What follows belongs to an exercise in optimizing a design on an open flow for small area and a short achievable clock period; a production flow would make more cautious choices. The RTL was checked by simulation tests, not by an equivalence proof against the original design.

==> design/flow/design.v <==
module eqController #(
    parameter int ADDR_WIDTH     = 6,
    parameter int GAIN_FRAC_BITS = 14
) (
    input  logic                  S_AXI_ACLK,
    input  logic                  S_AXI_ARESETN,
    input  logic                  wr,
    input  logic [ADDR_WIDTH-1:0] wrAddr,
    input  logic [31:0]           wrData,
    output logic                  adcReq,
    output logic [15:0]           adcCmd,
    input  logic                  adcAck,
    input  logic [15:0]           adcData,
    output logic                  dacReq,
    output logic [31:0]           dacWord,
    input  logic                  dacAck
);
    logic        enable;
    logic [15:0] gain0, gain1;
    logic        rst;
    logic        weEn, weG0, weG1;
    logic [15:0] gainIn;
    assign rst    = !S_AXI_ARESETN;
    assign weEn   = rst | (wr && wrAddr == ADDR_WIDTH'(4));
    assign weG0   = rst | (wr && wrAddr == ADDR_WIDTH'(6));
    assign weG1   = rst | (wr && wrAddr == ADDR_WIDTH'(7));
    assign gainIn = (wrData[15:0] & {16{~rst}}) | (16'h4000 & {16{rst}});
    always_ff @(posedge S_AXI_ACLK) begin
        if (weEn) enable <= wrData[0] & ~rst;
        if (weG0) gain0  <= gainIn;
        if (weG1) gain1  <= gainIn;
    end
    localparam logic [3:0] S_IDLE = 4'd0;
    localparam logic [3:0] S_AREQ = 4'd1;
    localparam logic [3:0] S_AREL = 4'd2;
    localparam logic [3:0] S_C0   = 4'd3;
    localparam logic [3:0] S_C1   = 4'd4;
    localparam logic [3:0] S_C2   = 4'd5;
    localparam logic [3:0] S_C3   = 4'd6;
    localparam logic [3:0] S_DREQ = 4'd7;
    localparam logic [3:0] S_DREL = 4'd8;
    localparam logic [3:0] S_N1   = 4'd9;
    localparam logic [3:0] S_NX   = 4'd10;
    logic [3:0] state;
    logic       chan;
    always_ff @(posedge S_AXI_ACLK) begin
        if (!S_AXI_ARESETN) begin
            state <= S_IDLE;
            chan  <= 1'b0;
        end else begin
            case (state)
                S_IDLE: if (enable) state <= S_AREQ;
                S_AREQ: if (adcAck) state <= S_AREL;
                S_AREL: if (!adcAck) state <= S_C0;
                S_C0:   state <= S_C1;
                S_C1:   state <= S_C2;
                S_C2:   state <= S_C3;
                S_C3:   state <= S_DREQ;
                S_DREQ: if (dacAck) state <= S_DREL;
                S_DREL: if (!dacAck) state <= S_N1;
                S_N1: begin
                    state <= S_NX;
                    chan  <= !chan;
                end
                S_NX:   state <= enable ? S_AREQ : S_IDLE;
                default: state <= S_IDLE;
            endcase
        end
    end
    assign adcReq = (state == S_AREQ);
    assign dacReq = (state == S_DREQ);
    logic [15:0] s;
    logic [16:0] sx;
    always_ff @(posedge S_AXI_ACLK) s <= {~adcData[15], adcData[14:0]};
    assign sx = {s[15], s};
    logic        hit;
    logic [15:0] gSel;
    logic [5:0]  gNextLo;
    assign hit     = wr && (wrAddr == ADDR_WIDTH'({5'd3, chan}));
    assign gSel    = chan ? gain1 : gain0;
    assign gNextLo = hit ? wrData[5:0] : gSel[5:0];
    logic [4:0] gT;
    always_ff @(posedge S_AXI_ACLK) gT <= gSel[15:11];
    logic [6:0] win;
    always_comb begin
        case (state)
            S_C0:    win = {gNextLo, 1'b0};
            S_C1:    win = gSel[11:5];
            default: win = {gT[4], gT[4], gT};
        endcase
    end
    logic [2:0] dNeg, dOne, dTwo;
    always_ff @(posedge S_AXI_ACLK) begin
        for (int k = 0; k < 3; k++) begin
            logic [2:0] w;
            w = win[2*k +: 3];
            dNeg[k] <= w[2] & ~(w[1] & w[0]);
            dOne[k] <= w[1] ^ w[0];
            dTwo[k] <= (w[2] & ~w[1] & ~w[0]) | (~w[2] & w[1] & w[0]);
        end
    end
    logic [16:0] p0, p1, p2;
    assign p0 = (({17{dOne[0]}} & sx) | ({17{dTwo[0]}} & {sx[15:0], 1'b0})) ^ {17{dNeg[0]}};
    assign p1 = (({17{dOne[1]}} & sx) | ({17{dTwo[1]}} & {sx[15:0], 1'b0})) ^ {17{dNeg[1]}};
    assign p2 = (({17{dOne[2]}} & sx) | ({17{dTwo[2]}} & {sx[15:0], 1'b0})) ^ {17{dNeg[2]}};
    logic [19:0] acc;
    logic        first;
    logic [15:0] A;
    logic        Ahi;
    always_ff @(posedge S_AXI_ACLK) first <= (state == S_C0);    
    always_comb begin
        A      = acc[19:4] & {16{~first}};
        A[4]   = first ? dNeg[2] : acc[8];
        A[10]  = first ? (gSel[11] & ~(gSel[10] & gSel[9])) : acc[14];
        Ahi    = ~A[15];
    end
    wire t0 = A[0] ^ p0[0];
    wire t1 = t0 ^ dNeg[0];
    wire t2 = t0 ? dNeg[0] : A[0];
    wire t3 = A[1] ^ p0[1];
    wire t4 = A[1] & p0[1];
    wire t5 = A[2] ^ p0[2];
    wire t6 = t5 ? p1[0] : A[2];
    wire t7 = t5 ^ p1[0] ^ dNeg[1];
    wire t8 = ~t7 & dNeg[1];
    wire t9 = A[3] ^ p0[3];
    wire t10 = t9 ? p1[1] : A[3];
    wire t11 = t9 ^ p1[1];
    wire t12 = t11 ^ t6;
    wire t13 = t11 & t6;
    wire t14 = A[4] ^ p0[4];
    wire t15 = t14 ? p1[2] : A[4];
    wire t16 = t14 ^ p1[2] ^ p2[0];
    wire t17 = t16 ^ t10;
    wire t18 = t16 ? t10 : p2[0];
    wire t19 = A[5] ^ p0[5];
    wire t20 = t19 ? p1[3] : A[5];
    wire t21 = t19 ^ p1[3] ^ p2[1];
    wire t22 = t21 ^ t15;
    wire t23 = t21 ? t15 : p2[1];
    wire t24 = A[6] ^ p0[6];
    wire t25 = t24 ? p1[4] : A[6];
    wire t26 = t24 ^ p1[4] ^ p2[2];
    wire t27 = t26 ^ t20;
    wire t28 = t26 ? t20 : p2[2];
    wire t29 = A[7] ^ p0[7];
    wire t30 = t29 ? p1[5] : A[7];
    wire t31 = t29 ^ p1[5] ^ p2[3];
    wire t32 = t31 ^ t25;
    wire t33 = t31 ? t25 : p2[3];
    wire t34 = A[8] ^ p0[8];
    wire t35 = t34 ? p1[6] : A[8];
    wire t36 = t34 ^ p1[6] ^ p2[4];
    wire t37 = t36 ^ t30;
    wire t38 = t36 ? t30 : p2[4];
    wire t39 = A[9] ^ p0[9];
    wire t40 = t39 ? p1[7] : A[9];
    wire t41 = t39 ^ p1[7] ^ p2[5];
    wire t42 = t41 ^ t35;
    wire t43 = t41 ? t35 : p2[5];
    wire t44 = A[10] ^ p0[10];
    wire t45 = t44 ? p1[8] : A[10];
    wire t46 = t44 ^ p1[8] ^ p2[6];
    wire t47 = t46 ^ t40;
    wire t48 = t46 ? t40 : p2[6];
    wire t49 = A[11] ^ p0[11];
    wire t50 = t49 ? p1[9] : A[11];
    wire t51 = t49 ^ p1[9] ^ p2[7];
    wire t52 = t51 ^ t45;
    wire t53 = t51 ? t45 : p2[7];
    wire t54 = A[12] ^ p0[12];
    wire t55 = t54 ? p1[10] : A[12];
    wire t56 = t54 ^ p1[10] ^ p2[8];
    wire t57 = t56 ^ t50;
    wire t58 = t56 ? t50 : p2[8];
    wire t59 = A[13] ^ p0[13];
    wire t60 = t59 ? p1[11] : A[13];
    wire t61 = t59 ^ p1[11] ^ p2[9];
    wire t62 = t61 ^ t55;
    wire t63 = t61 ? t55 : p2[9];
    wire t64 = A[14] ^ p0[14];
    wire t65 = t64 ? p1[12] : A[14];
    wire t66 = t64 ^ p1[12] ^ p2[10];
    wire t67 = t66 ^ t60;
    wire t68 = t66 ? t60 : p2[10];
    wire t69 = A[15] ^ p0[15];
    wire t70 = t69 ? p1[13] : A[15];
    wire t71 = t69 ^ p1[13] ^ p2[11];
    wire t72 = t71 ^ t65;
    wire t73 = t71 ? t65 : p2[11];
    wire t74 = Ahi ^ ~p0[16];
    wire t75 = t74 ? p1[14] : Ahi;
    wire t76 = t74 ^ p1[14] ^ p2[12];
    wire t77 = t76 ^ t70;
    wire t78 = t76 ? t70 : p2[12];
    wire t79 = p2[13] ^ ~p1[15];
    wire t80 = t79 ^ t75;
    wire t81 = t79 ? t75 : p2[13];
    wire t82 = ~p1[16] ^ p2[14];
    wire t83 = t82 ^ p1[15];
    wire t84 = t82 ? p1[15] : ~p1[16];
    wire [21:0] csaX = {1'b1, ~p2[16], ~p2[15], t83, t80, t77, t72, t67, t62, t57, t52, t47, t42, t37, t32, t27, t22, t17, t12, t7, t3, t1};
    wire [21:0] csaY = {1'b0, p2[15], t84, t81, t78, t73, t68, t63, t58, t53, t48, t43, t38, t33, t28, t23, t18, t13, t8, t4, t2, 1'b0};
    logic [21:0] sum;
    assign sum = csaX + csaY;
    always_ff @(posedge S_AXI_ACLK) begin
        if (state == S_C1 || state == S_C2 || state == S_C3) acc <= sum[21:2];
    end
    logic        ovf;
    logic [15:0] code;
    assign ovf  = (acc[17] != acc[16]) || (acc[17] != acc[15]);
    assign code = ovf ? {16{~acc[17]}} : {~acc[15], acc[14:0]};
    assign adcCmd  = {1'b1, chan, 14'd0};
    assign dacWord = {15'h0018, chan, code};
endmodule
==> design/flow/flow/run.sh <==
#!/bin/bash
# The standard layout (standard.sh), with every input port buffered by a buf_1 cell
# and every output port by a buf_2 cell, instead of the delay buffer buffer_ports
# picks by default. The buffers are placed by flow/ports.tcl, sourced just before
# global placement, where the standard flow would call buffer_ports.
export DONT_BUFFER_PORTS=1
export PRE_GLOBAL_PLACE_TCL="$PWD/flow/ports.tcl"
bash standard.sh > standard.log 2>&1
==> design/flow/flow/ports.tcl <==
# Port buffers, as the standard flow's buffer_ports, with chosen cells.
puts "Perform port buffering (flow/ports.tcl)..."
buffer_ports -inputs -buffer_cell sky130_fd_sc_hd__buf_1
buffer_ports -outputs -buffer_cell sky130_fd_sc_hd__buf_2
==> design/flow/standard.sh <==
#!/bin/bash
# synth_recipe.tcl (not shown) runs the flow's synth.tcl, then flattens the netlist and writes it again
# the make line also repeats each setting of config.mk as NAME=value (left out here)
make -C /OpenROAD-flow-scripts/flow DESIGN_CONFIG=/design/flow/config.mk WORK_HOME=/design/flow/orfs CLKGATE_MAP_FILE= SYNTH_SCRIPT=/design/flow/synth_recipe.tcl "${@:-finish}"
==> design/flow/config.mk <==
export PLATFORM = sky130hd
export DESIGN_NAME = eqController
export DESIGN_NICKNAME = eqController
export VERILOG_FILES = /design/flow/design.v
export SDC_FILE = /design/flow/constraint.sdc
export NUM_CORES = 4
export LEC_CHECK = 0
export ABC_AREA = 0
export CAP_MARGIN = 0
export CORE_MARGIN = 2
export CORE_UTILIZATION = 55
export CTS_BUF_LIST = sky130_fd_sc_hd__clkbuf_4 sky130_fd_sc_hd__clkbuf_8
export PLACE_DENSITY = 0.75
export SETUP_SLACK_MARGIN = 4
export SLEW_MARGIN = 0
export TNS_END_PERCENT = 5
==> design/flow/constraint.sdc <==
create_clock -name core_clock -period 7.0 [get_ports {S_AXI_ACLK}]
set_input_delay 1.4000 -clock core_clock [delete_from_list [all_inputs] [get_ports {S_AXI_ACLK}]]
set_output_delay 1.4000 -clock core_clock [all_outputs]
set_load 0.01 [all_outputs]
==> reports/qor.csv, run 1 <==
stage;metric;value;unit
floorplan;I/O pin cnt;109;
clock_network;Reg clk slew, reported paths;100;ps
finish;count of antenna diodes in the layout;0;
timing;number of hold violations in the final report;0;
timing;post-route clock period utilization;0.4881;
synth;Mapped Avg Cell Area;9.411;um^2
global_routing;wire length of the first global-routing pass;26300;um
synth;share of the synthesized area in the top cell type;0.2346;
timing;timing-limited maximum frequency;292.7;MHz
worst_setup_path;worst reg2reg path depth;11;
synth;proportion of synthesized chip area in sequential cells;0.3408;
finish;ratio of cells with drive above 1 in the final layout;0.2537;
placement;weighted congestion at the end of routability-driven global placement;0.8703;
worst_setup_path;setup slack of the worst register-to-register path;3580;ps
routing;Routed Antenna Nets;0;
worst_setup_path;Critical Path Start Type;flip-flop;
global_routing;Total Routing Usage GR;0.2529;
routing;routed via count;5404;
outcome;result of the run;complete, no violations;
worst_setup_path;data arrival time of the critical path;3650;ps
synth;largest area contributor in the netlist;sky130_fd_sc_hd__edfxtp_1;
synth;netlist area before placement;6785;um^2
global_routing;number of antenna violations at the first check in global routing;0;
worst_setup_path;crit path max fanout;7;
routing;detailed-route DRC error count;0;
floorplan;floorplan row count;40;
worst_setup_path;Critical Path Source;dOne[0]$_DFF_P_;
timing;slew at the pin with the worst max-slew slack;997.4;ps
finish;Post-layout nets;829;
finish;area growth from synthesis to layout;14.73;%
synth;cell types with the highest counts after synthesis;sky130_fd_sc_hd__xnor2_1 (121), sky130_fd_sc_hd__nor2_1 (74), sky130_fd_sc_hd__edfxtp_1 (53), sky130_fd_sc_hd__a22oi_1 (47), sky130_fd_sc_hd__dfxtp_1 (36);
synth;post-synthesis register bit count;89;
floorplan;Floorplan Core Area;12010;um^2
worst_setup_path;Data required, critical path;7230;ps
synth;number of distinct library cells after synthesis;67;
worst_setup_path;Crit Path Class;flip-flop to flip-flop;
global_routing;largest net degree at the start of global routing;25;
clock_network;library cell used as clock root buffer;sky130_fd_sc_hd__clkbuf_8;
worst_setup_path;type of destination of the critical path;flip-flop;
synth;EDFF count, synth;53;
placement;Placement Cell Area;6792;um^2
timing;fin. max-slew vios;0;
worst_setup_path;last element of the critical path;acc[12]$_DFFE_PP_;
clock_network;H-tree lvl count;3;
global_routing;number of global-route vias before repair;5197;
routing;vias per inst;6.031;
finish;area occupied by multi-input gates;4526;um^2
clock_network;clock tree from TritonCTS;yes;
clock_network;number of clock sinks;89;
timing;setup violators final;0;
routing;mean routed wirelength per cell;18.73;um
synth;most area-consuming cells after synthesis;sky130_fd_sc_hd__edfxtp_1 (23%), sky130_fd_sc_hd__xnor2_1 (16%), sky130_fd_sc_hd__dfxtp_1 (11%), sky130_fd_sc_hd__a22oi_1 (5.2%), sky130_fd_sc_hd__ha_1 (4.6%);
min_path;Hold/Removal Path Class;flip-flop to flip-flop;
finish;count of filler cells inserted in the layout;927;
flow_run;count of maximum capacitance violations;0;
routing;Routed Wire Length;16790;um
floorplan;Die Ht;115.1;um
floorplan;Initial Util;0.5649;
synth;library cell with the highest instance count after synthesis;sky130_fd_sc_hd__xnor2_1;
finish;final core area utilization;0.6481;
floorplan;Die Width;115.1;um
synth;Primary FF master, synth;sky130_fd_sc_hd__edfxtp_1;
timing;tightest slew margin relative to the limit;0.3350;
placement;number of port buffers;62;
global_routing;remaining global-route overflow;0;
floorplan;area enclosed by the die boundary;13240;um^2
clock_network;maximum buffer depth of the clock tree;2;
timing;Total Neg Setup Slack;0;ps
clock_network;clock latency on the worst-skew pair;380;ps
worst_setup_path;critical register-to-register path startpoint;dOne[0]$_DFF_P_;
placement;half-perimeter wire length of the detailed placement result;10600;um
routing;violation count after the first detailed-routing iteration;368;
clock_network;CTS hold repair buffers;0;
synth;Synth warnings;1;
clock_network;TritonCTS buffer count;9;
synth;synthesized netlist cell count;721;
worst_setup_path;worst reg2reg endpoint;acc[12]$_DFFE_PP_;
finish;Register Area;2357;um^2
timing;setup repair after global routing missed its margin;yes;
finish;final instance area;7785;um^2
timing;clock period minus worst slack;3417;ps
synth;Synth async-reset ratio;0;
routing;number of search-and-repair iterations in the first detailed-routing pass;5;
timing;Final Skew;11.03;ps
## how the worst min path moves through the flow
stage	from	endpoint	cells past startpoint
after CTS	gain0[13]$_DFFE_PP_	gT[2]$_DFF_P_	1
after global routing	gain1[15]$_DFFE_PP_	gT[4]$_DFF_P_	1
final	gain0[13]$_DFFE_PP_	gT[2]$_DFF_P_	1
after floorplan	gain1[12]$_DFFE_PP_	gT[1]$_DFF_P_	1
after global placement	gain1[15]$_DFFE_PP_	gT[4]$_DFF_P_	1
after detailed placement	gain0[13]$_DFFE_PP_	gT[2]$_DFF_P_	1
## timing repair
item | 4_1_cts | 5_1_grt
setup endpoints to repair | 34 | 26
pin swaps | 44 | 22
resized for setup | 65 | 30
setup buffers | 44 | 5
## worst max-delay path, stage by stage (launching register included)
cell and delay [ps]:
sky130_fd_sc_hd__dfxtp_4 420, sky130_fd_sc_hd__a22oi_1 260, sky130_fd_sc_hd__xnor2_1 180, sky130_fd_sc_hd__maj3_1 390
sky130_fd_sc_hd__ha_1 350, sky130_fd_sc_hd__ha_4 310, sky130_fd_sc_hd__nand4_1 110, sky130_fd_sc_hd__a211oi_2 360
sky130_fd_sc_hd__nor3b_2 110, sky130_fd_sc_hd__or3_4 410, sky130_fd_sc_hd__a211o_1 260, sky130_fd_sc_hd__nand3_1 110
## kinds of logic after synthesis
logic type,synth area share
compound gates,0.1623
fa+ha+maj,0.09312
other cells,0.001107
flops,0.3408
xor+xnor,0.1741
simple gates,0.1309
buf+inv,0.07413
mux,0.02360
## layout by cell type, fill, tap and decap left out, drive strengths merged, types with 25 or more instances in the layout
cell    instances
a21oi          35
dfxtp          36
conb           30
buf            51
maj3           29
ha             25
nand2          34
edfxtp         53
xnor2         122
a22oi          47
nor2           74
## layout make-up
cell class / count / share of cell area
Timing Repair Buffer: 51 / 0.05336
Clock buffer: 9 / 0.01591
Tap cell: 147 / 0.02363
Multi-Input combinational cell: 572 / 0.5813
Sequential cell: 89 / 0.3028
Clock inverter: 7 / 0.01286
Inverter: 21 / 0.01013
## stage by stage
stage | setup slack, ps | cells | hold slack, ps
6_report | 3583 | 896 | 484.5
5_1_grt | 3489 | 896 | 509.4
4_1_cts | 3759 | 891 | 487.2
3_5_place_dp | 2835 | 831 | 459.0
3_3_place_gp | 2917 | 831 | 453.4
2_1_floorplan | 3636 | 749 | 447.8
## metal layers
layer,share of wire,GRT usage,vias up,wire [um]
met5,0,0,-,0
met2,0.48,0.4106,216,8121
met3,0.068,0.03479,30,1146
met1,0.43,0.3484,2624,7190
met4,0.019,0.08835,0,326
li1,-,-,2534,-
## state kept, by name, indices dropped and copies added, names as in the netlist
register and count:
enable 1, gain1 16, acc 20, gain0 16, state 4, dOne 3, first 1, s 16
dNeg 3, dTwo 3, gT 5, chan 1
==> run 2, diff against run 1 <==
--- a/design/flow/config.mk
+++ b/design/flow/config.mk
@@ -11,6 +11,6 @@
 export CORE_UTILIZATION = 55
 export CTS_BUF_LIST = sky130_fd_sc_hd__clkbuf_4 sky130_fd_sc_hd__clkbuf_8
 export PLACE_DENSITY = 0.75
-export SETUP_SLACK_MARGIN = 4
+export SETUP_SLACK_MARGIN = 4.5
 export SLEW_MARGIN = 0
 export TNS_END_PERCENT = 5
==> reports/qor.csv, run 2 <==
stage;metric;value;unit
outcome;result of the run;complete, no violations;
synth;netlist area before placement;6785;um^2
synth;post-synthesis register bit count;89;
synth;Synth warnings;1;
worst_setup_path;ordered list of cells on the worst path;buf_4, a22oi_2, buf_4, xnor2_1, xnor2_1, ha_4, ha_4, nor2b_2, o2111ai_2, a211oi_2, o211ai_1, a31oi_1, xor2_1;
synth;cell types with the highest counts after synthesis;sky130_fd_sc_hd__xnor2_1 (121), sky130_fd_sc_hd__nor2_1 (74), sky130_fd_sc_hd__edfxtp_1 (53), sky130_fd_sc_hd__a22oi_1 (47), sky130_fd_sc_hd__dfxtp_1 (36);
floorplan;floorplan row count;40;
timing;clock period minus worst slack;3315;ps
worst_setup_path;Critical Path Start Type;flip-flop;
routing;vias per inst;5.796;
finish;area growth from synthesis to layout;16.12;%
timing;setup violators final;0;
worst_setup_path;data arrival time of the critical path;3440;ps
placement;weighted congestion at the end of routability-driven global placement;0.8486;
clock_network;library cell used as clock root buffer;sky130_fd_sc_hd__clkbuf_8;
finish;ratio of cells with drive above 1 in the final layout;0.2675;
synth;synthesized netlist cell count;721;
worst_setup_path;worst path bufs/invs;2;
placement;half-perimeter wire length of the detailed placement result;10290;um
synth;proportion of synthesized chip area in sequential cells;0.3408;
flow_run;count of maximum capacitance violations;0;
clock_network;number of clock sinks;89;
worst_setup_path;worst reg2reg path depth;13;
floorplan;Floorplan Core Area;12010;um^2
synth;most area-consuming cells after synthesis;sky130_fd_sc_hd__edfxtp_1 (23%), sky130_fd_sc_hd__xnor2_1 (16%), sky130_fd_sc_hd__dfxtp_1 (11%), sky130_fd_sc_hd__a22oi_1 (5.2%), sky130_fd_sc_hd__ha_1 (4.6%);
worst_setup_path;Data required, critical path;7130;ps
min_path;Hold/Removal Path Class;flip-flop to flip-flop;
finish;final core area utilization;0.6559;
routing;detailed-route DRC error count;0;
timing;slew at the pin with the worst max-slew slack;1170;ps
synth;post-synthesis compound-gate area fraction;0.1623;
global_routing;number of antenna violations at the first check in global routing;5;
clock_network;CTS hold repair buffers;0;
placement;number of port buffers;62;
worst_setup_path;cell class contributing the biggest share of worst-path delay;compound AO/OA/AOI/OAI gates;
placement;pre-CTS setup slack;2969;ps
floorplan;Die Ht;115.1;um
floorplan;Initial Util;0.5649;
synth;Mapped Avg Cell Area;9.411;um^2
min_path;Cells on Worst Hold Path;1;
synth;number of distinct library cells after synthesis;67;
worst_setup_path;cell with the largest stage delay on the worst path;sky130_fd_sc_hd__dfxtp_4;
worst_setup_path;Largest stage delay, worst path;410;ps
timing;tightest slew margin relative to the limit;0.2202;
synth;share of the synthesized area in the top cell type;0.2346;
finish;commonest cells after routing, fill and taps aside;sky130_fd_sc_hd__xnor2_1 (109), sky130_fd_sc_hd__nor2_1 (74), sky130_fd_sc_hd__edfxtp_1 (53), sky130_fd_sc_hd__buf_4 (53), sky130_fd_sc_hd__nand2_1 (34);
synth;EDFF count, synth;53;
clock_network;maximum buffer depth of the clock tree;2;
global_routing;wire length of the first global-routing pass;24140;um
timing;setup repair after global routing missed its margin;yes;
timing;Final Skew;18.78;ps
floorplan;Die Width;115.1;um
routing;mean routed wirelength per cell;17.01;um
global_routing;Total Routing Usage GR;0.2303;
timing;timing-limited maximum frequency;301.7;MHz
finish;flip-flop count of the largest register, all copies and words added;20;
timing;fin. max-slew vios;0;
worst_setup_path;crit path max fanout;7;
clock_network;clock latency on the worst-skew pair;380;ps
timing;worst path setup slack after routing;3685;ps
finish;most common cell after layout, fill and taps aside;sky130_fd_sc_hd__xnor2_1;
clock_network;TritonCTS buffer count;9;
worst_setup_path;cell depth of the worst setup path;13;
routing;Routed Wire Length;15480;um
timing;Hold WS;476.4;ps
routing;number of search-and-repair iterations in the first detailed-routing pass;5;
clock_network;Reg clk slew, reported paths;110;ps
floorplan;I/O pin cnt;109;
synth;Primary FF master, synth;sky130_fd_sc_hd__edfxtp_1;
worst_setup_path;type of destination of the critical path;flip-flop;
synth;library cell with the highest instance count after synthesis;sky130_fd_sc_hd__xnor2_1;
timing;number of hold violations in the final report;0;
synth;post-synthesis share of cell area spent on xor and xnor gates;0.1741;
global_routing;number of global-route vias before repair;5037;
finish;most flop-heavy register;acc;
synth;largest family of logic cells by synthesized area;XOR/XNOR gates;
synth;share of cell area taken by muxes after synthesis;0.02360;
floorplan;area enclosed by the die boundary;13240;um^2
clock_network;clock tree from TritonCTS;yes;
routing;violation count after the first detailed-routing iteration;365;
routing;routed via count;5274;
synth;synthesized-area fraction occupied by and/or/nand/nor cells;0.1309;
routing;Routed Antenna Nets;0;
timing;Total Neg Setup Slack;0;ps
clock_network;H-tree lvl count;3;
finish;Post-layout nets;839;
worst_setup_path;Crit Path Class;flip-flop to flip-flop;
global_routing;remaining global-route overflow;0;
global_routing;largest net degree at the start of global routing;25;
synth;largest area contributor in the netlist;sky130_fd_sc_hd__edfxtp_1;
timing;post-route clock period utilization;0.4736;
synth;post-synthesis share of cell area spent on full adders, half adders and majority gates;0.09312;
synth;Synth async-reset ratio;0;
==> run 2: worst register-to-register path: cells and delay by family, from the launching register on <==
| kind | cells | cell delay [ps] |
|---|---|---|
| adders and majority gates | 2 | 560 |
| xor gates and xnor gates | 3 | 450 |
| DFF | 1 | 410 |
| AOI/OAI and AO/OA | 5 | 1170 |
| and+or+nand+nor | 1 | 180 |
| buffers and inverters | 2 | 300 |
==> run 2: through the flow <==
step                      cell area, um^2  std cells
after floorplan                      7234        749
after global placement               6962        831
after detailed placement             6962        831
after CTS                            7666        893
after global routing                 7874        908
final                                7879        910
==> run 2: per-layer routing <==
layer,global-route usage,up-vias,wire [um]
li1,-,2564,-
met1,0.2683,2458,6348
met2,0.4039,202,7651
met3,0.05271,48,901
met4,0.1044,2,564
met5,0,-,13
==> run 2: what timing repair did <==
item	CTS	global route
setup buffers	46	13
endpoints found under the setup margin	46	43
hold endpoints to repair	0	0
gates resized for setup	52	20
pin swaps	42	46
==> run 2: final cells by class <==
cell class                      count  area [um^2]
Antenna cell                        4        10.01
Clock buffer                       10        131.4
Clock inverter                      6        50.05
Fill cell                         907         4133
Inverter                           21        78.83
Multi-Input combinational cell    572         4573
Sequential cell                    89         2357
Tap cell                          147        183.9
Timing Repair Buffer               61        494.2
==> run 2: worst paths after layout <==
| check | slack (ps) | from | to |
|---|---|---|---|
| setup / recovery | 3680 | dOne[1]$_DFF_P_ | acc[17]$_DFFE_PP_ |
| hold / removal | 480 | gain1[15]$_DFFE_PP_ | gT[4]$_DFF_P_ |
| setup reg to reg | 3680 | dOne[1]$_DFF_P_ | acc[17]$_DFFE_PP_ |
| hold reg to reg | 480 | gain1[15]$_DFFE_PP_ | gT[4]$_DFF_P_ |
==> run 2: logic make-up after synthesis <==
family	after synthesis
muxes	15
adders and majority gates	55
other	2
DFF	89
xor gates and xnor gates	134
AOI/OAI and AO/OA	157
buffers and inverters	88
and+or+nand+nor	181
==> run 3, diff against run 2 <==
--- a/design/flow/config.mk
+++ b/design/flow/config.mk
@@ -10,7 +10,8 @@
 export CORE_MARGIN = 2
 export CORE_UTILIZATION = 55
 export CTS_BUF_LIST = sky130_fd_sc_hd__clkbuf_4 sky130_fd_sc_hd__clkbuf_8
+export GPL_ROUTABILITY_DRIVEN = 0
 export PLACE_DENSITY = 0.75
-export SETUP_SLACK_MARGIN = 4.5
+export SETUP_SLACK_MARGIN = 3.5
 export SLEW_MARGIN = 0
 export TNS_END_PERCENT = 5
==> reports/qor.csv, run 3 <==
stage;metric;value;unit
timing;fin. max-slew vios;0;
placement;number of port buffers;62;
finish;Register Area;2360;um^2
placement;Placement Cell Area;6669;um^2
routing;violation count after the first detailed-routing iteration;423;
global_routing;most congested layer reported by global routing;met2;
global_routing;Total Routing Usage GR;0.2137;
routing;routed via count;5171;
floorplan;I/O pin cnt;109;
synth;proportion of synthesized chip area in sequential cells;0.3408;
finish;area growth from synthesis to layout;9.312;%
worst_setup_path;Critical Path Start Type;flip-flop;
timing;tightest slew margin relative to the limit;0.3232;
clock_network;library cell used as clock root buffer;sky130_fd_sc_hd__clkbuf_8;
worst_setup_path;crit path max fanout;9;
finish;count of antenna diodes in the layout;0;
routing;Routed Antenna Nets;0;
finish;Post-layout nets;812;
synth;library cell with the highest instance count after synthesis;sky130_fd_sc_hd__xnor2_1;
global_routing;largest net degree at the start of global routing;25;
floorplan;area enclosed by the die boundary;13240;um^2
timing;setup violators final;0;
worst_setup_path;data arrival time of the critical path;3640;ps
routing;Routed Wire Length;14900;um
finish;final instance area;7417;um^2
floorplan;Die Width;115.1;um
floorplan;Initial Util;0.5649;
synth;largest area contributor in the netlist;sky130_fd_sc_hd__edfxtp_1;
timing;Final Skew;9.796;ps
clock_network;H-tree lvl count;3;
clock_network;CTS hold repair buffers;0;
synth;Synth async-reset ratio;0;
timing;Total Neg Setup Slack;0;ps
worst_setup_path;type of destination of the critical path;flip-flop;
global_routing;met1 routing resource usage after global routing;0.3052;
routing;mean routed wirelength per cell;16.96;um
synth;synthesized netlist cell count;721;
finish;area occupied by multi-input gates;4323;um^2
synth;most area-consuming cells after synthesis;sky130_fd_sc_hd__edfxtp_1 (23%), sky130_fd_sc_hd__xnor2_1 (16%), sky130_fd_sc_hd__dfxtp_1 (11%), sky130_fd_sc_hd__a22oi_1 (5.2%), sky130_fd_sc_hd__ha_1 (4.6%);
clock_network;Reg clk slew, reported paths;100;ps
finish;Non-Filler Instances;879;
min_path;Hold/Removal Path Class;flip-flop to flip-flop;
placement;placed insts;831;
worst_setup_path;setup slack of the worst register-to-register path;3490;ps
worst_setup_path;Crit Path Class;flip-flop to flip-flop;
global_routing;number of antenna violations at the first check in global routing;0;
floorplan;Die Ht;115.1;um
finish;final core area utilization;0.6175;
global_routing;wire length of the first global-routing pass;22740;um
global_routing;remaining global-route overflow;0;
timing;clock period minus worst slack;3510;ps
finish;flip-flop count of the largest register, all copies and words added;20;
synth;Primary FF master, synth;sky130_fd_sc_hd__edfxtp_1;
synth;Mapped Avg Cell Area;9.411;um^2
finish;most common cell after layout, fill and taps aside;sky130_fd_sc_hd__xnor2_1;
global_routing;met3 routing resource usage after global routing;0.04955;
flow_run;count of maximum capacitance violations;0;
global_routing;met2 track utilization from global routing;0.3333;
clock_network;clock tree from TritonCTS;yes;
synth;post-synthesis register bit count;89;
outcome;result of the run;complete, no violations;
synth;netlist area before placement;6785;um^2
global_routing;number of global-route vias before repair;4598;
timing;number of hold violations in the final report;0;
floorplan;Floorplan Core Area;12010;um^2
finish;most flop-heavy register;acc;
finish;commonest cells after routing, fill and taps aside;sky130_fd_sc_hd__xnor2_1 (117), sky130_fd_sc_hd__nor2_1 (74), sky130_fd_sc_hd__edfxtp_1 (53);
clock_network;number of clock sinks;89;
clock_network;clock latency on the worst-skew pair;380;ps
timing;slew at the pin with the worst max-slew slack;1015;ps
finish;ratio of cells with drive above 1 in the final layout;0.1940;
finish;count of filler cells inserted in the layout;934;
synth;EDFF count, synth;53;
timing;setup repair after global routing missed its margin;yes;
routing;detailed-route DRC error count;0;
floorplan;floorplan row count;40;
placement;half-perimeter wire length of the detailed placement result;10080;um
synth;Synth warnings;1;
routing;number of search-and-repair iterations in the first detailed-routing pass;8;
clock_network;maximum buffer depth of the clock tree;2;
synth;share of the synthesized area in the top cell type;0.2346;
timing;post-route clock period utilization;0.5015;
synth;cell types with the highest counts after synthesis;sky130_fd_sc_hd__xnor2_1 (121), sky130_fd_sc_hd__nor2_1 (74), sky130_fd_sc_hd__edfxtp_1 (53), sky130_fd_sc_hd__a22oi_1 (47), sky130_fd_sc_hd__dfxtp_1 (36);
synth;number of distinct library cells after synthesis;67;
routing;vias per inst;5.883;
worst_setup_path;Data required, critical path;7130;ps
timing;timing-limited maximum frequency;284.9;MHz
clock_network;TritonCTS buffer count;9;
[run 3: layout make-up]
class                           instances  share of cell area
Clock buffer                            9             0.01670
Tap cell                              147             0.02480
Multi-Input combinational cell        572              0.5828
Inverter                               21             0.01063
Clock inverter                          7             0.01130
Timing Repair Buffer                   34             0.03559
Sequential cell                        89              0.3182
[run 3: cells by family after synthesis]
logic type / after synthesis / share of synthesized area
xor gates and xnor gates: 134 / 0.1741
AOI/OAI and AO/OA: 157 / 0.1623
adders and majority gates: 55 / 0.09312
and+or+nand+nor: 181 / 0.1309
other: 2 / 0.001107
muxes: 15 / 0.02360
DFF: 89 / 0.3408
buffers and inverters: 88 / 0.07413
[run 3: worst paths after layout]
check,start,end,depth (start not counted)
worst min-delay path,gain1[12]$_DFFE_PP_,gT[1]$_DFF_P_,1
worst max-delay path,dOne[0]$_DFF_P_,acc[18]$_DFFE_PP_,12
worst min register to register,gain1[12]$_DFFE_PP_,gT[1]$_DFF_P_,1
worst max register to register,dOne[0]$_DFF_P_,acc[18]$_DFFE_PP_,12
[run 3: timing repair]
item,CTS,global route
endpoints found under the setup margin,15,8
resized for setup,22,64
setup buffers,7,25
pin swaps,3,25
[run 3: through the flow]
stage / worst slack, ps / hold WS, ps
final: 3490 / 480.8
after global routing: 3364 / 504.2
after CTS: 3494 / 483.0
after detailed placement: 2648 / 455.8
after global placement: 2719 / 451.4
after floorplan: 3624 / 447.8
[run 3: per-layer routing]
layer | vias to the layer above | routed length, um
li1 | 2502 | -
met1 | 2405 | 6759
met2 | 228 | 6843
met3 | 36 | 1027
met4 | 0 | 274
met5 | - | 0
[run 3: worst max-delay path, cell delays in order (launching register included)]
cell and delay, ps:
sky130_fd_sc_hd__dfxtp_4 410, sky130_fd_sc_hd__buf_4 190, sky130_fd_sc_hd__a22oi_1 340, sky130_fd_sc_hd__xnor2_1 140
sky130_fd_sc_hd__maj3_2 350, sky130_fd_sc_hd__maj3_1 370, sky130_fd_sc_hd__ha_1 400, sky130_fd_sc_hd__nand4_1 180
sky130_fd_sc_hd__o22ai_1 140, sky130_fd_sc_hd__o21ai_2 220, sky130_fd_sc_hd__a31oi_2 140, sky130_fd_sc_hd__a221oi_2 280
sky130_fd_sc_hd__xnor2_1 100
==> run 4, diff against run 3 <==
--- a/design/flow/config.mk
+++ b/design/flow/config.mk
@@ -10,8 +10,7 @@
 export CORE_MARGIN = 2
 export CORE_UTILIZATION = 55
 export CTS_BUF_LIST = sky130_fd_sc_hd__clkbuf_4 sky130_fd_sc_hd__clkbuf_8
-export GPL_ROUTABILITY_DRIVEN = 0
 export PLACE_DENSITY = 0.75
 export SETUP_SLACK_MARGIN = 3.5
 export SLEW_MARGIN = 0
-export TNS_END_PERCENT = 5
+export TNS_END_PERCENT = 100
==> reports/qor.csv, run 4 <==
stage;metric;value;unit
global_routing;Total Routing Usage GR;0.2224;
min_path;Hold/Removal Path Class;flip-flop to flip-flop;
finish;count of antenna diodes in the layout;0;
synth;most area-consuming cells after synthesis;sky130_fd_sc_hd__edfxtp_1 (23%), sky130_fd_sc_hd__xnor2_1 (16%), sky130_fd_sc_hd__dfxtp_1 (11%), sky130_fd_sc_hd__a22oi_1 (5.2%), sky130_fd_sc_hd__ha_1 (4.6%);
outcome;result of the run;complete, no violations;
timing;number of hold violations in the final report;0;
timing;post-route clock period utilization;0.4953;
global_routing;remaining global-route overflow;0;
routing;vias per inst;5.862;
routing;violation count after the first detailed-routing iteration;330;
timing;slew at the pin with the worst max-slew slack;1030;ps
finish;most common cell after layout, fill and taps aside;sky130_fd_sc_hd__xnor2_1;
worst_setup_path;worst path bufs/invs;0;
timing;Total Neg Setup Slack;0;ps
floorplan;Die Ht;115.1;um
placement;placed insts;832;
synth;Mapped Avg Cell Area;9.411;um^2
clock_network;Reg clk slew, reported paths;90;ps
routing;Routed Antenna Nets;0;
placement;half-perimeter wire length of the detailed placement result;10560;um
global_routing;wire length of the first global-routing pass;23360;um
finish;count of filler cells inserted in the layout;971;
placement;number of port buffers;62;
routing;Routed Wire Length;15330;um
timing;timing-limited maximum frequency;288.4;MHz
finish;Post-layout nets;814;
floorplan;Floorplan Core Area;12010;um^2
worst_setup_path;cell with the most instances on the worst path;sky130_fd_sc_hd__xnor2_1;
finish;ratio of cells with drive above 1 in the final layout;0.1812;
finish;Non-Filler Instances;881;
worst_setup_path;cell with the largest stage delay on the worst path;sky130_fd_sc_hd__dfxtp_4;
finish;most flop-heavy register;acc;
synth;EDFF count, synth;53;
timing;setup violators final;0;
worst_setup_path;ordered list of cells on the worst path;a22oi_1, xnor2_1, maj3_1, xnor2_1, xnor2_1, ha_2, a21o_1, o22a_1, a21oi_2, a31oi_2, a221oi_2, xnor2_1;
global_routing;number of antenna violations at the first check in global routing;0;
finish;commonest cells after routing, fill and taps aside;sky130_fd_sc_hd__xnor2_1 (118), sky130_fd_sc_hd__nor2_1 (74), sky130_fd_sc_hd__edfxtp_1 (53);
synth;synthesized netlist cell count;721;
routing;routed via count;5164;
synth;cell types with the highest counts after synthesis;sky130_fd_sc_hd__xnor2_1 (121), sky130_fd_sc_hd__nor2_1 (74), sky130_fd_sc_hd__edfxtp_1 (53), sky130_fd_sc_hd__a22oi_1 (47), sky130_fd_sc_hd__dfxtp_1 (36);
routing;mean routed wirelength per cell;17.40;um
synth;share of the synthesized area in the top cell type;0.2346;
synth;number of distinct library cells after synthesis;67;
synth;netlist area before placement;6785;um^2
clock_network;clock latency on the worst-skew pair;370;ps
worst_setup_path;crit path max fanout;13;
timing;worst path setup slack after routing;3533;ps
floorplan;Initial Util;0.5649;
finish;area growth from synthesis to layout;9.478;%
synth;Synth async-reset ratio;0;
floorplan;Die Width;115.1;um
synth;proportion of synthesized chip area in sequential cells;0.3408;
floorplan;area enclosed by the die boundary;13240;um^2
worst_setup_path;cell class contributing the biggest share of worst-path delay;compound AO/OA/AOI/OAI gates;
global_routing;largest net degree at the start of global routing;25;
floorplan;floorplan row count;40;
synth;Synth warnings;1;
worst_setup_path;Critical Path Start Type;flip-flop;
global_routing;number of global-route vias before repair;4698;
timing;Final Skew;11.91;ps
worst_setup_path;Crit Path Class;flip-flop to flip-flop;
synth;library cell with the highest instance count after synthesis;sky130_fd_sc_hd__xnor2_1;
timing;clock period minus worst slack;3467;ps
timing;setup repair after global routing missed its margin;yes;
clock_network;clock tree from TritonCTS;yes;
clock_network;number of clock sinks;89;
placement;weighted congestion at the end of routability-driven global placement;0.8867;
clock_network;maximum buffer depth of the clock tree;2;
worst_setup_path;type of destination of the critical path;flip-flop;
routing;detailed-route DRC error count;0;
timing;fin. max-slew vios;0;
placement;pre-CTS setup slack;2946;ps
clock_network;CTS hold repair buffers;0;
routing;number of search-and-repair iterations in the first detailed-routing pass;5;
synth;largest area contributor in the netlist;sky130_fd_sc_hd__edfxtp_1;
finish;flip-flop count of the largest register, all copies and words added;20;
clock_network;library cell used as clock root buffer;sky130_fd_sc_hd__clkbuf_8;
flow_run;count of maximum capacitance violations;0;
worst_setup_path;data arrival time of the critical path;3590;ps
synth;post-synthesis register bit count;89;
synth;Primary FF master, synth;sky130_fd_sc_hd__edfxtp_1;
floorplan;I/O pin cnt;109;
timing;tightest slew margin relative to the limit;0.3136;
clock_network;H-tree lvl count;3;
timing;Hold WS;477.9;ps
clock_network;TritonCTS buffer count;9;
worst_setup_path;Data required, critical path;7120;ps
worst_setup_path;Largest stage delay, worst path;410;ps
run 4: cell types whose count changed in the layout (fill, tap and decap cells not counted), sizes merged:
cell / before / now
inv: 23 / 22
bufinv: 0 / 1
clkbuf: 9 / 10
buf: 34 / 35
bufbuf: 0 / 1
clkinv: 5 / 4
run 4: metal layers:
metal  track usage  routed length (um)  vias up
li1              -                   -     2504
met1        0.3254                7149     2455
met2        0.3427                7144      192
met3       0.03216                 886       13
met4       0.06667                 151        0
met5             0                   0        -
run 4: area by class of cell:
type | instances | area (um^2) | share of cell area
multi-input combinational | 572 | 4307 | 0.5798
sequential | 89 | 2349 | 0.3162
timing repair buffer | 36 | 311.5 | 0.04194
tap | 147 | 183.9 | 0.02476
clock buffer | 10 | 131.4 | 0.01769
inverter | 21 | 78.83 | 0.01061
clock inverter | 6 | 67.56 | 0.009096
run 4: cell families (layout without fill, tap and decap cells):
group                      Yosys count  count (layout)  synth area share
buffers and inverters               88              73           0.07413
xor gates and xnor gates           134             134            0.1741
AOI/OAI and AO/OA                  157             157            0.1623
and+or+nand+nor                    181             181            0.1309
other                                2              30          0.001107
DFF                                 89              89            0.3408
muxes                               15              15           0.02360
adders and majority gates           55              55           0.09312
run 4: final timing paths:
path,start,endpoint,slack (ps),cells after the start
worst max-delay path,dTwo[1]$_DFF_P_,acc[18]$_DFFE_PP_,3530,12
worst min-delay path,gain1[14]$_DFFE_PP_,gT[3]$_DFF_P_,480,1
worst max register to register,dTwo[1]$_DFF_P_,acc[18]$_DFFE_PP_,3530,12
worst min register to register,gain1[14]$_DFFE_PP_,gT[3]$_DFF_P_,480,1
run 4: repair_timing:
| item | in CTS | in global routing |
|---|---|---|
| endpoints found under the hold margin | 0 | 0 |
| endpoints found under the setup margin | 14 | 10 |
| gates cloned | 1 | 0 |
| pin swaps | 5 | 24 |
| gates resized for setup | 26 | 49 |
| setup buffers | 9 | 23 |
run 4: per-stage QoR:
stage,instance area (um^2),utilization
6_report,7428,0.6184
5_1_grt,7428,0.6184
4_1_cts,7056,0.5874
3_5_place_dp,6676,0.5558
3_3_place_gp,6676,0.5558
2_1_floorplan,6890,-
==> run 5, diff against run 4 <==
--- a/design/flow/config.mk
+++ b/design/flow/config.mk
@@ -13,4 +13,4 @@
 export PLACE_DENSITY = 0.75
 export SETUP_SLACK_MARGIN = 3.5
 export SLEW_MARGIN = 0
-export TNS_END_PERCENT = 100
+export TNS_END_PERCENT = 5
==> reports/qor.csv, run 5 <==
stage;metric;value;unit
outcome;result of the run;complete, no violations;
worst_setup_path;type of destination of the critical path;flip-flop;
synth;share of the synthesized area in the top cell type;0.2346;
synth;Synth warnings;1;
synth;synthesized netlist cell count;721;
min_path;Worst Hold End;gT[3]$_DFF_P_;
worst_setup_path;Data required, critical path;7120;ps
routing;violation count after the first detailed-routing iteration;286;
worst_setup_path;worst reg2reg endpoint;acc[18]$_DFFE_PP_;
timing;Final Skew;13.09;ps
clock_network;clock latency on the worst-skew pair;370;ps
worst_setup_path;Crit Path Class;flip-flop to flip-flop;
synth;library cell with the highest instance count after synthesis;sky130_fd_sc_hd__xnor2_1;
floorplan;area enclosed by the die boundary;13240;um^2
clock_network;maximum buffer depth of the clock tree;2;
clock_network;TritonCTS buffer count;9;
timing;number of hold violations in the final report;0;
global_routing;number of global-route vias before repair;4700;
finish;Non-Filler Instances;874;
synth;number of distinct library cells after synthesis;67;
placement;placed insts;832;
finish;Post-layout nets;807;
finish;ratio of cells with drive above 1 in the final layout;0.1678;
finish;area occupied by multi-input gates;4282;um^2
floorplan;I/O pin cnt;109;
routing;mean routed wirelength per cell;17.16;um
timing;clock period minus worst slack;3479;ps
worst_setup_path;Critical Path Source;dOne[1]$_DFF_P_;
min_path;worst hold start;gain1[14]$_DFFE_PP_;
worst_setup_path;setup slack of the worst register-to-register path;3520;ps
timing;Hold WS;479.2;ps
routing;routed via count;5148;
timing;fin. max-slew vios;0;
min_path;Hold/Removal Path Class;flip-flop to flip-flop;
placement;weighted congestion at the end of routability-driven global placement;0.8867;
floorplan;floorplan row count;40;
min_path;Cells on Worst Hold Path;1;
synth;Mapped Avg Cell Area;9.411;um^2
clock_network;Reg clk slew, reported paths;100;ps
placement;half-perimeter wire length of the detailed placement result;10560;um
synth;Primary FF master, synth;sky130_fd_sc_hd__edfxtp_1;
clock_network;number of clock sinks;89;
finish;most flop-heavy register;acc;
clock_network;clock tree from TritonCTS;yes;
routing;number of search-and-repair iterations in the first detailed-routing pass;4;
global_routing;number of antenna violations at the first check in global routing;0;
routing;Routed Antenna Nets;0;
routing;detailed-route DRC error count;0;
floorplan;Die Width;115.1;um
worst_setup_path;crit path max fanout;8;
worst_setup_path;critical register-to-register path startpoint;dOne[1]$_DFF_P_;
placement;number of port buffers;62;
worst_setup_path;worst reg2reg path depth;12;
finish;flip-flop count of the largest register, all copies and words added;20;
synth;proportion of synthesized chip area in sequential cells;0.3408;
worst_setup_path;Critical Path Start Type;flip-flop;
synth;post-synthesis register bit count;89;
finish;count of filler cells inserted in the layout;994;
timing;timing-limited maximum frequency;287.5;MHz
synth;cell types with the highest counts after synthesis;sky130_fd_sc_hd__xnor2_1 (121), sky130_fd_sc_hd__nor2_1 (74), sky130_fd_sc_hd__edfxtp_1 (53), sky130_fd_sc_hd__a22oi_1 (47), sky130_fd_sc_hd__dfxtp_1 (36);
global_routing;largest net degree at the start of global routing;25;
timing;tightest slew margin relative to the limit;0.3152;
finish;count of antenna diodes in the layout;0;
synth;largest area contributor in the netlist;sky130_fd_sc_hd__edfxtp_1;
clock_network;library cell used as clock root buffer;sky130_fd_sc_hd__clkbuf_8;
clock_network;H-tree lvl count;3;
global_routing;Total Routing Usage GR;0.2223;
timing;setup repair after global routing missed its margin;yes;
timing;setup violators final;0;
synth;Synth async-reset ratio;0;
finish;most common cell after layout, fill and taps aside;sky130_fd_sc_hd__xnor2_1;
global_routing;remaining global-route overflow;0;
worst_setup_path;data arrival time of the critical path;3600;ps
floorplan;Die Ht;115.1;um
synth;netlist area before placement;6785;um^2
floorplan;Floorplan Core Area;12010;um^2
clock_network;CTS hold repair buffers;0;
routing;Routed Wire Length;15000;um
synth;most area-consuming cells after synthesis;sky130_fd_sc_hd__edfxtp_1 (23%), sky130_fd_sc_hd__xnor2_1 (16%), sky130_fd_sc_hd__dfxtp_1 (11%), sky130_fd_sc_hd__a22oi_1 (5.2%), sky130_fd_sc_hd__ha_1 (4.6%);
timing;slew at the pin with the worst max-slew slack;1027;ps
finish;commonest cells after routing, fill and taps aside;sky130_fd_sc_hd__xnor2_1 (118), sky130_fd_sc_hd__nor2_1 (74), sky130_fd_sc_hd__edfxtp_1 (53);
floorplan;Initial Util;0.5649;
finish;Register Area;2349;um^2
routing;vias per inst;5.890;
timing;Total Neg Setup Slack;0;ps
synth;EDFF count, synth;53;
finish;area growth from synthesis to layout;8.335;%
global_routing;wire length of the first global-routing pass;23350;um
flow_run;count of maximum capacitance violations;0;
timing;post-route clock period utilization;0.4970;
-- run 5: routing by layer --
layer	track usage	vias to the layer above	wire (um)
met4	0.06667	0	129
li1	-	2496	-
met3	0.03216	10	895
met5	0	-	0
met1	0.3257	2450	7091
met2	0.3420	192	6882
-- run 5: stage by stage --
| step | setup slack [ps] | cell area, um^2 | utilization |
|---|---|---|---|
| floorplan | 3624 | 6890 | - |
| global placement | 2956 | 6676 | 0.5558 |
| detailed placement | 2946 | 6676 | 0.5558 |
| CTS | 3472 | 7048 | 0.5868 |
| global route | 3431 | 7351 | 0.6120 |
| finish | 3521 | 7351 | 0.6120 |
-- run 5: layout make-up --
cell class              count  share of cell area
clock buffers              10             0.01787
clock inverters             6            0.009191
inverters                  21             0.01072
multi-input cells         572              0.5825
flip-flops and latches     89              0.3195
well taps                 147             0.02502
repair buffers             29             0.03523
-- run 5: timing repair --
action / 4_1_cts / 5_1_grt
gates cloned: 1 / 0
setup endpoints to repair: 14 / 10
pin swaps: 5 / 17
gates resized for setup: 26 / 44
buffers inserted: 8 / 17
-- run 5: cell families after synthesis --
logic type / share of synthesized area
AO/OA/AOI/OAI: 0.1623
XOR/XNOR: 0.1741
adder cells (fa/ha/maj): 0.09312
buffers and inverters: 0.07413
flip-flops: 0.3408
multiplexers: 0.02360
other: 0.001107
AND/OR/NAND/NOR: 0.1309
-- run 5: worst max-delay path by stage --
stage,end,cells after the start,slack [ps]
global route,acc[16]$_DFFE_PP_,12,3430
finish,acc[18]$_DFFE_PP_,12,3520
CTS,acc[18]$_DFFE_PP_,12,3470
global placement,acc[18]$_DFFE_PP_,11,2960
detailed placement,acc[18]$_DFFE_PP_,11,2950
floorplan,acc[17]$_DFFE_PP_,13,3620
-- run 5: worst max-delay path: stages (launching register included) --
cell and delay [ps]:
sky130_fd_sc_hd__dfxtp_4 400, sky130_fd_sc_hd__buf_6 150, sky130_fd_sc_hd__a22oi_2 210, sky130_fd_sc_hd__xnor2_1 100, sky130_fd_sc_hd__maj3_2 340, sky130_fd_sc_hd__maj3_1 370, sky130_fd_sc_hd__ha_2 340, sky130_fd_sc_hd__a21o_1 190
sky130_fd_sc_hd__o21bai_1 200, sky130_fd_sc_hd__o211ai_1 370, sky130_fd_sc_hd__a31oi_2 190, sky130_fd_sc_hd__a221oi_2 270, sky130_fd_sc_hd__xnor2_1 90
==> run 6, diff against run 5 <==
--- a/design/flow/config.mk
+++ b/design/flow/config.mk
@@ -11,6 +11,6 @@
 export CORE_UTILIZATION = 55
 export CTS_BUF_LIST = sky130_fd_sc_hd__clkbuf_4 sky130_fd_sc_hd__clkbuf_8
 export PLACE_DENSITY = 0.75
-export SETUP_SLACK_MARGIN = 3.5
+export SETUP_SLACK_MARGIN = 3
 export SLEW_MARGIN = 0
 export TNS_END_PERCENT = 5
==> reports/qor.csv, run 6 <==
stage;metric;value;unit
finish;commonest cells after routing, fill and taps aside;sky130_fd_sc_hd__xnor2_1 (121), sky130_fd_sc_hd__nor2_1 (74), sky130_fd_sc_hd__edfxtp_1 (53);
timing;fin. max-slew vios;0;
floorplan;Initial Util;0.5649;
worst_setup_path;type of destination of the critical path;flip-flop;
synth;number of distinct library cells after synthesis;67;
floorplan;Die Width;115.1;um
timing;setup repair after global routing missed its margin;yes;
placement;half-perimeter wire length of the detailed placement result;10560;um
routing;met2 layer wire length in the routed design;6185;um
global_routing;Total Routing Usage GR;0.2157;
clock_network;maximum buffer depth of the clock tree;2;
timing;number of hold violations in the final report;0;
placement;number of port buffers;62;
clock_network;clock latency on the worst-skew pair;360;ps
finish;Post-layout nets;783;
routing;violation count after the first detailed-routing iteration;309;
synth;share of the synthesized area in the top cell type;0.2346;
routing;vias per inst;5.808;
timing;Final Skew;11.92;ps
routing;detailed-route DRC error count;0;
global_routing;largest net degree at the start of global routing;32;
synth;Synth warnings;1;
timing;slew at the pin with the worst max-slew slack;1026;ps
synth;synthesized netlist cell count;721;
synth;most area-consuming cells after synthesis;sky130_fd_sc_hd__edfxtp_1 (23%), sky130_fd_sc_hd__xnor2_1 (16%), sky130_fd_sc_hd__dfxtp_1 (11%), sky130_fd_sc_hd__a22oi_1 (5.2%), sky130_fd_sc_hd__ha_1 (4.6%);
finish;most flop-heavy register;acc;
clock_network;TritonCTS buffer count;9;
routing;Routed Antenna Nets;0;
flow_run;count of maximum capacitance violations;0;
worst_setup_path;cell with the most instances on the worst path;sky130_fd_sc_hd__xnor2_1;
global_routing;wire length of the first global-routing pass;22630;um
routing;sum of met3 wire segment lengths after detailed routing;768;um
outcome;result of the run;complete, no violations;
routing;routed via count;4937;
synth;netlist area before placement;6785;um^2
routing;highest metal layer with signal wires;met4;
synth;EDFF count, synth;53;
routing;routed length on met1;6831;um
timing;Hold WS;477.7;ps
worst_setup_path;Data required, critical path;7110;ps
worst_setup_path;data arrival time of the critical path;3910;ps
finish;area growth from synthesis to layout;2.065;%
synth;library cell with the highest instance count after synthesis;sky130_fd_sc_hd__xnor2_1;
worst_setup_path;cell class contributing the biggest share of worst-path delay;compound AO/OA/AOI/OAI gates;
clock_network;library cell used as clock root buffer;sky130_fd_sc_hd__clkbuf_8;
clock_network;H-tree lvl count;3;
min_path;Hold/Removal Path Class;flip-flop to flip-flop;
clock_network;number of clock sinks;89;
floorplan;area enclosed by the die boundary;13240;um^2
finish;count of filler cells inserted in the layout;1062;
worst_setup_path;ordered list of cells on the worst path;mux2_2, xnor2_1, maj3_1, ha_1, a21o_1, o21bai_1, o211ai_1, a31oi_1, a221oi_1, xnor2_1;
worst_setup_path;worst path bufs/invs;0;
floorplan;floorplan row count;40;
floorplan;Die Ht;115.1;um
worst_setup_path;Crit Path Class;flip-flop to flip-flop;
timing;Total Neg Setup Slack;0;ps
worst_setup_path;Largest stage delay, worst path;1010;ps
finish;flip-flop count of the largest register, all copies and words added;20;
floorplan;I/O pin cnt;109;
clock_network;Reg clk slew, reported paths;100;ps
worst_setup_path;cell with the largest stage delay on the worst path;sky130_fd_sc_hd__dfxtp_1;
placement;weighted congestion at the end of routability-driven global placement;0.8867;
global_routing;remaining global-route overflow;0;
timing;clock period minus worst slack;3794;ps
worst_setup_path;Critical Path Start Type;flip-flop;
synth;proportion of synthesized chip area in sequential cells;0.3408;
synth;Synth async-reset ratio;0;
placement;pre-CTS setup slack;2946;ps
timing;tightest slew margin relative to the limit;0.3154;
synth;Mapped Avg Cell Area;9.411;um^2
timing;setup violators final;0;
routing;mean routed wirelength per cell;16.39;um
timing;timing-limited maximum frequency;263.5;MHz
worst_setup_path;crit path max fanout;18;
synth;Primary FF master, synth;sky130_fd_sc_hd__edfxtp_1;
synth;largest area contributor in the netlist;sky130_fd_sc_hd__edfxtp_1;
timing;post-route clock period utilization;0.5421;
global_routing;number of global-route vias before repair;4596;
clock_network;clock tree from TritonCTS;yes;
routing;Routed Wire Length;13930;um
finish;most common cell after layout, fill and taps aside;sky130_fd_sc_hd__xnor2_1;
routing;number of search-and-repair iterations in the first detailed-routing pass;5;
finish;ratio of cells with drive above 1 in the final layout;0.08250;
timing;worst path setup slack after routing;3206;ps
floorplan;Floorplan Core Area;12010;um^2
synth;post-synthesis register bit count;89;
synth;cell types with the highest counts after synthesis;sky130_fd_sc_hd__xnor2_1 (121), sky130_fd_sc_hd__nor2_1 (74), sky130_fd_sc_hd__edfxtp_1 (53), sky130_fd_sc_hd__a22oi_1 (47), sky130_fd_sc_hd__dfxtp_1 (36);
global_routing;number of antenna violations at the first check in global routing;0;
finish;count of antenna diodes in the layout;0;
-- run 6: metal layers --
layer / up-vias / track usage
li1: 2439 / -
met1: 2326 / 0.3165
met2: 160 / 0.3302
met3: 12 / 0.03163
met4: 0 / 0.06667
met5: - / 0
-- run 6: area by class of cell --
cell class	count	area, um^2	share of cell area
multi-input cells	572	4090	0.5906
well taps	147	183.9	0.02656
clock inverters	6	67.56	0.009756
repair buffers	5	53.80	0.007769
flip-flops and latches	89	2320	0.3350
clock buffers	10	131.4	0.01897
inverters	21	78.83	0.01138
-- run 6: cells by family after synthesis --
| kind of cell | Yosys count | share of synthesized area |
|---|---|---|
| compound gates | 157 | 0.1623 |
| other cells | 2 | 0.001107 |
| simple gates | 181 | 0.1309 |
| buf+inv | 88 | 0.07413 |
| fa+ha+maj | 55 | 0.09312 |
| xor+xnor | 134 | 0.1741 |
| flops | 89 | 0.3408 |
| mux | 15 | 0.02360 |
-- run 6: per-stage QoR --
stage	area (um^2)	std cells	utilization
after global routing	6925	850	0.5766
after global placement	6676	832	0.5558
after detailed placement	6676	832	0.5558
final	6925	850	0.5766
after floorplan	6890	749	-
after CTS	6877	848	0.5725
-- run 6: path summary, 6_finish.rpt --
path | startpoint | end | slack (ps) | cells past startpoint
worst max-delay path | dNeg[2]$_DFF_P_ | acc[18]$_DFFE_PP_ | 3210 | 10
worst min-delay path | gain1[14]$_DFFE_PP_ | gT[3]$_DFF_P_ | 480 | 1
worst max register to register | dNeg[2]$_DFF_P_ | acc[18]$_DFFE_PP_ | 3210 | 10
worst min register to register | gain1[14]$_DFFE_PP_ | gT[3]$_DFF_P_ | 480 | 1
-- run 6: what timing repair did --
action                     in CTS  in global routing
setup endpoints to repair       3                 11
gates resized for setup         1                 12
setup buffers                   0                  2
pin swaps                       0                  1
hold buffers                    0                  0
==> run 7, diff against run 6 <==
--- a/design/flow/config.mk
+++ b/design/flow/config.mk
@@ -11,6 +11,6 @@
 export CORE_UTILIZATION = 55
 export CTS_BUF_LIST = sky130_fd_sc_hd__clkbuf_4 sky130_fd_sc_hd__clkbuf_8
 export PLACE_DENSITY = 0.75
-export SETUP_SLACK_MARGIN = 3
+export SETUP_SLACK_MARGIN = 3.25
 export SLEW_MARGIN = 0
 export TNS_END_PERCENT = 5
==> reports/qor.csv, run 7 <==
stage;metric;value;unit
placement;Placement Cell Area;6676;um^2
worst_setup_path;cell with the largest stage delay on the worst path;sky130_fd_sc_hd__dfxtp_2;
floorplan;area enclosed by the die boundary;13240;um^2
floorplan;Initial Util;0.5649;
worst_setup_path;crit path max fanout;17;
placement;weighted congestion at the end of routability-driven global placement;0.8867;
timing;Final Skew;11.09;ps
synth;netlist area before placement;6785;um^2
timing;tightest slew margin relative to the limit;0.3206;
worst_setup_path;type of destination of the critical path;flip-flop;
clock_network;maximum buffer depth of the clock tree;2;
timing;fin. max-slew vios;0;
finish;Non-Filler Instances;855;
routing;routed via count;4983;
floorplan;floorplan row count;40;
finish;count of antenna diodes in the layout;0;
finish;ratio of cells with drive above 1 in the final layout;0.09605;
worst_setup_path;cell class contributing the biggest share of worst-path delay;compound AO/OA/AOI/OAI gates;
synth;Primary FF master, synth;sky130_fd_sc_hd__edfxtp_1;
worst_setup_path;Largest stage delay, worst path;530;ps
clock_network;H-tree lvl count;3;
global_routing;largest net degree at the start of global routing;32;
worst_setup_path;ordered list of cells on the worst path;a22oi_1, xnor2_1, maj3_2, maj3_1, ha_1, a21o_1, o21bai_1, o211ai_1, a31oi_1, a221oi_1, xnor2_1;
routing;vias per inst;5.828;
synth;proportion of synthesized chip area in sequential cells;0.3408;
flow_run;count of maximum capacitance violations;0;
worst_setup_path;worst path bufs/invs;0;
timing;Hold WS;478.5;ps
clock_network;library cell used as clock root buffer;sky130_fd_sc_hd__clkbuf_8;
floorplan;Floorplan Core Area;12010;um^2
timing;setup violators final;0;
clock_network;clock tree from TritonCTS;yes;
clock_network;Reg clk slew, reported paths;100;ps
global_routing;number of antenna violations at the first check in global routing;0;
finish;most flop-heavy register;acc;
outcome;result of the run;complete, no violations;
worst_setup_path;worst reg2reg path depth;11;
min_path;Hold/Removal Path Class;flip-flop to flip-flop;
timing;slew at the pin with the worst max-slew slack;1019;ps
synth;Synth async-reset ratio;0;
timing;Total Neg Setup Slack;0;ps
routing;violation count after the first detailed-routing iteration;326;
routing;Routed Wire Length;14060;um
worst_setup_path;Crit Path Class;flip-flop to flip-flop;
synth;synthesized netlist cell count;721;
worst_setup_path;Critical Path Start Type;flip-flop;
global_routing;number of global-route vias before repair;4641;
finish;final core area utilization;0.5850;
timing;number of hold violations in the final report;0;
routing;Routed Antenna Nets;0;
synth;most area-consuming cells after synthesis;sky130_fd_sc_hd__edfxtp_1 (23%), sky130_fd_sc_hd__xnor2_1 (16%), sky130_fd_sc_hd__dfxtp_1 (11%), sky130_fd_sc_hd__a22oi_1 (5.2%), sky130_fd_sc_hd__ha_1 (4.6%);
finish;area growth from synthesis to layout;3.559;%
min_path;Cells on Worst Hold Path;1;
synth;post-synthesis register bit count;89;
timing;timing-limited maximum frequency;280.8;MHz
finish;most common cell after layout, fill and taps aside;sky130_fd_sc_hd__xnor2_1;
synth;Mapped Avg Cell Area;9.411;um^2
placement;number of port buffers;62;
finish;final instance area;7027;um^2
routing;number of search-and-repair iterations in the first detailed-routing pass;5;
placement;placed insts;832;
worst_setup_path;cell with the most instances on the worst path;sky130_fd_sc_hd__xnor2_1;
clock_network;number of clock sinks;89;
routing;detailed-route DRC error count;0;
global_routing;Total Routing Usage GR;0.2174;
run 7: path summary, 6_finish.rpt:
check / to / slack, ps / start
hold reg to reg: gT[3]$_DFF_P_ / 480 / gain1[14]$_DFFE_PP_
setup / recovery: acc[18]$_DFFE_PP_ / 3440 / dTwo[1]$_DFF_P_
setup reg to reg: acc[18]$_DFFE_PP_ / 3440 / dTwo[1]$_DFF_P_
hold / removal: gT[3]$_DFF_P_ / 480 / gain1[14]$_DFFE_PP_
run 7: metal layers:
metal	wire length, um	vias up	track usage
met2	6262	160	0.3333
met1	6897	2360	0.3188
li1	-	2452	-
met4	125	0	0.06667
met5	0	-	0
met3	773	11	0.03163
run 7: area by class of cell:
| class | instances | area, um^2 |
|---|---|---|
| Fill cell | 1051 | 4985 |
| Multi-Input combinational cell | 572 | 4119 |
| Sequential cell | 89 | 2337 |
| Tap cell | 147 | 183.9 |
| Clock buffer | 10 | 131.4 |
| Timing Repair Buffer | 10 | 108.9 |
| Inverter | 21 | 78.83 |
| Clock inverter | 6 | 67.56 |
run 7: logic make-up after synthesis:
group | after synthesis | synth area share
buf+inv | 88 | 0.07413
xor+xnor | 134 | 0.1741
other cells | 2 | 0.001107
mux | 15 | 0.02360
fa+ha+maj | 55 | 0.09312
simple gates | 181 | 0.1309
compound gates | 157 | 0.1623
flops | 89 | 0.3408
run 7: repair_timing:
item                       CTS  global route
setup endpoints to repair   11             9
pin swaps                    1             2
gates resized for setup     10            16
cloned                       0             1
buffers inserted             1             5

static timing again, ports no longer ideal:
Ports are ideal in the flow. The routed layouts listed here were re-timed in OpenROAD.
Step 1 (the two cells are an assumption about what drives the block):
set clk [get_ports {S_AXI_ACLK}]
set_driving_cell -lib_cell sky130_fd_sc_hd__clkbuf_16 $clk
set_driving_cell -lib_cell sky130_fd_sc_hd__buf_2 [delete_from_list [all_inputs] $clk]
Step 2, shift: input delay + t, output delay - t, t = (earliest + latest rising clock arrival at the registers) / 2. This alone moves slack from input paths to output paths.
Three values: ideal, step 1, step 2; two values: the first two.
run	shift t [ns]	setup WS [ns]	worst setup path at the end	clock arrival spread, ns
run 1	0.405	3.583 / 3.583 / 3.583	register to register	0.011 / 0.011
run 2	0.396	3.685 / 3.685 / 3.685	register to register	0.020 / 0.021
run 3	0.405	3.490 / 3.490 / 3.490	register to register	0.012 / 0.012
run 4	0.401	3.533 / 3.533 / 3.533	register to register	0.013 / 0.014
run 5	0.397	3.521 / 3.521 / 3.521	register to register	0.019 / 0.019
run 6	0.394	3.206 / 3.206 / 3.206	register to register	0.017 / 0.017
run 7	0.389	3.439 / 3.439 / 3.439	register to register	0.016 / 0.015
After both steps every run listed still meets setup and hold.
